Context: an optimization exercise on an open-source flow, tuned for small area and a short achievable clock period. The choices shown serve that exercise and are no tape-out recipe.
Only simulation tests tie the RTL to the original design; equivalence was not proved.
No activity file was given, so power comes from the tool's default toggle rates.

==> flow/design.v (excerpt) <==
module branch_predictor #(
  parameter int unsigned DATA_WIDTH = bp_pkg::BP_DW,
  parameter int unsigned ENTRIES    = bp_pkg::BP_ENTRIES,
  parameter int unsigned CTR_WIDTH  = bp_pkg::BP_CTR_W
) (
  input  logic                  clk,
  input  logic                  rst,
  input  logic [DATA_WIDTH-1:0] PCF,
  output logic                  PredTakenF,
  output logic [DATA_WIDTH-1:0] PredTargetF,
  input  logic                  UpdateE,
  input  logic                  JumpE,
  input  logic [DATA_WIDTH-1:0] PCE,
  input  logic                  TakenE,
  input  logic [DATA_WIDTH-1:0] TargetE,
  input  logic                  PredTakenE,
  input  logic [DATA_WIDTH-1:0] PredTargetE,
  output logic                  MispredictE,
  output logic [DATA_WIDTH-1:0] RedirectPCE,
  output logic [31:0]           BranchCnt,
  output logic [31:0]           MissCnt
);
export LEC_CHECK = 0
export CAP_MARGIN = 20
export CORE_MARGIN = 2
export CORE_UTILIZATION = 60
export CTS_CLUSTER_DIAMETER = 80
export CTS_CLUSTER_SIZE = 30
export SETUP_SLACK_MARGIN = 3
export SLEW_MARGIN = 20
export SYNTH_HIERARCHICAL = 1
export TNS_END_PERCENT = 0
create_clock -name core_clock -period 7.0 [get_ports {clk}]
standard.sh (not shown) runs the stock make flow with config.mk's settings and CLKGATE_MAP_FILE= SYNTH_SCRIPT=/design/flow/synth_recipe.tcl, a recipe that flattens the netlist after the stock synthesis.
==> flow/flow/run.sh <==
#!/bin/bash
# The standard layout, with two changes to how the resizer may work:
# - the input and output ports are buffered with plain buffers (buf_2)
#   rather than the delay-cell buffers buffer_ports picks by default, so
#   repair_timing can size them;
# - sizing may swap a cell for one with a different footprint.
# make's full output goes to make.log; ORFS keeps each step's log under orfs/logs.
set -euo pipefail
bash standard.sh "BUFFER_PORTS_ARGS=-buffer_cell sky130_fd_sc_hd__buf_2" MATCH_CELL_FOOTPRINT=0 finish > make.log 2>&1
Edit:
CTS_CLUSTER_SIZE = 28   (was 30)
PLACE_DENSITY = 0.7   (was unset)
SETUP_SLACK_MARGIN = 2.5   (was 3)
TNS_END_PERCENT = 100   (was 0)
Result: The new run passed the timing, DRC and antenna checks. Die area does not change. Critical path depth goes up by 2. Sequential cell count does not change. Design area increases by 3.7%. Final cell count rose by about 0.9%. Worst hold slack barely changes. Global-route usage decreases by 0.26 points. Sequential power is about the same. Via count rose by 1.9%. Non-clock buffer count went up by 46.
Edit:
SETUP_SLACK_MARGIN = 3   (was 2.5)
TNS_END_PERCENT = 0   (was 100)
Wire length falls by a few percent.
Cell count falls slightly.
Final area falls by a few percent.
Flip-flop and latch count is unchanged.
Die area is unchanged.
Non-clock buffer count falls by 26.
Power falls slightly.
Edit:
CAP_MARGIN = 40   (was 20)
SLEW_MARGIN = 40   (was 20)
Routed wire length is about the same.
Final area decreases by 1.3%.
Total power stays flat.
Count of clock-buffer cells in the layout went up by 1.
Sequential power barely changes.
Sequential share of layout area climbs by 0.51 points.
Die area stays the same.
Register-to-register slack improved by 0.10 ns.
First-iteration DRC count shrinks by 4.8%.
Maximum frequency drops by 1.1%.

branch_predictor, a different RTL version from the one above (not shown whole).
Size in the first run: roughly 1000 flip-flops, ~260 I/O pins.
==> flow/design.v (excerpt) <==
module branch_predictor #(
  parameter int unsigned DATA_WIDTH = bp_pkg::BP_DW,
  parameter int unsigned ENTRIES    = bp_pkg::BP_ENTRIES,
  parameter int unsigned CTR_WIDTH  = bp_pkg::BP_CTR_W
) (
  input  logic                  clk,
  input  logic                  rst,
  input  logic [DATA_WIDTH-1:0] PCF,
  output logic                  PredTakenF,
  output logic [DATA_WIDTH-1:0] PredTargetF,
  input  logic                  UpdateE,
  input  logic                  JumpE,
  input  logic [DATA_WIDTH-1:0] PCE,
  input  logic                  TakenE,
  input  logic [DATA_WIDTH-1:0] TargetE,
  input  logic                  PredTakenE,
  input  logic [DATA_WIDTH-1:0] PredTargetE,
  output logic                  MispredictE,
  output logic [DATA_WIDTH-1:0] RedirectPCE,
  output logic [31:0]           BranchCnt,
  output logic [31:0]           MissCnt
);
  localparam int unsigned IDX_BITS = $clog2(ENTRIES);
  localparam int unsigned TAG_BITS = DATA_WIDTH - IDX_BITS - 2;
  ...
export LEC_CHECK = 0
export CAP_MARGIN = 20
export CORE_MARGIN = 2
export CORE_UTILIZATION = 60
export CTS_CLUSTER_DIAMETER = 80
export CTS_CLUSTER_SIZE = 25
export SETUP_SLACK_MARGIN = 3
export SLEW_MARGIN = 60
export SYNTH_HIERARCHICAL = 1
export TNS_END_PERCENT = 0
create_clock -name core_clock -period 7.0 [get_ports {clk}]
==> flow/flow/run.sh <==
#!/bin/bash
# The standard layout, with two changes to how the resizer may work:
# - the input and output ports are buffered with plain buffers (buf_1)
#   rather than the delay-cell buffers buffer_ports picks by default, so
#   repair_timing can size them;
# - sizing may swap a cell for one with a different footprint.
# make's full output goes to make.log; ORFS keeps each step's log under orfs/logs.
set -euo pipefail
bash standard.sh "BUFFER_PORTS_ARGS=-buffer_cell sky130_fd_sc_hd__buf_1" MATCH_CELL_FOOTPRINT=0 finish > make.log 2>&1
Then changed:
==> flow/flow/run.sh (replaced) <==
#!/bin/bash
# The standard layout, with two changes to how the resizer may work:
# - the input and output ports are buffered with plain buffers (buf_2)
#   rather than the delay-cell buffers buffer_ports picks by default, so
#   repair_timing can size them;
# - sizing may swap a cell for one with a different footprint.
# make's full output goes to make.log; ORFS keeps each step's log under orfs/logs.
set -euo pipefail
bash standard.sh "BUFFER_PORTS_ARGS=-buffer_cell sky130_fd_sc_hd__buf_2" MATCH_CELL_FOOTPRINT=0 finish > make.log 2>&1
SETUP_SLACK_MARGIN = 2   (was 3)
SLEW_MARGIN = 20   (was 60)
TNS_END_PERCENT = 100   (was 0)
Outcome:
- The new run went through all stages and came out clean
- design area goes up by 0.45%
- worst setup slack gains 0.18 ns
- via count increases by 0.93%
- worst hold slack is worse by 0.0048 ns
- cell count falls by 0.67%

==> what the ideal ports hide <==
The flow's constraints put no driver on any port. The routed layouts listed below were extracted and timed again, unchanged, in two steps.
Step 1 sets driving cells, clkbuf_16 on the clock port and buf_2 on the other inputs (assumed; they add their load-dependent delay and slew).
Step 2 moves the port delays by t, midway between the first and last clock arrival at a register: inputs arrive t later, outputs are due t later. That takes back most of the time a late clock gives input paths.
a / b / c = ideal / step 1 / step 2; a / b = the first two.
run	t (ns)	slack for setup (ns)	worst slew at a driven data input, ns
the first run of note 1	0.734	1.504 / 1.452 / 0.718	0.18
the second run of note 1	0.730	1.592 / 1.449 / 1.449	0.33
the third run of note 1	0.734	1.527 / 1.494 / 1.290	0.14
the fourth run of note 1	0.730	1.469 / 1.431 / 1.219	0.14
the first run of note 2	0.743	1.258 / 1.196 / 0.978	0.10
the second run of note 2	0.748	1.434 / 1.292 / 1.017	0.15
After both steps setup and hold are still met in every run listed. The setup slack of the first run of note 1, which loses most, moves by -0.052 ns with the drivers and by -0.786 ns with both steps.
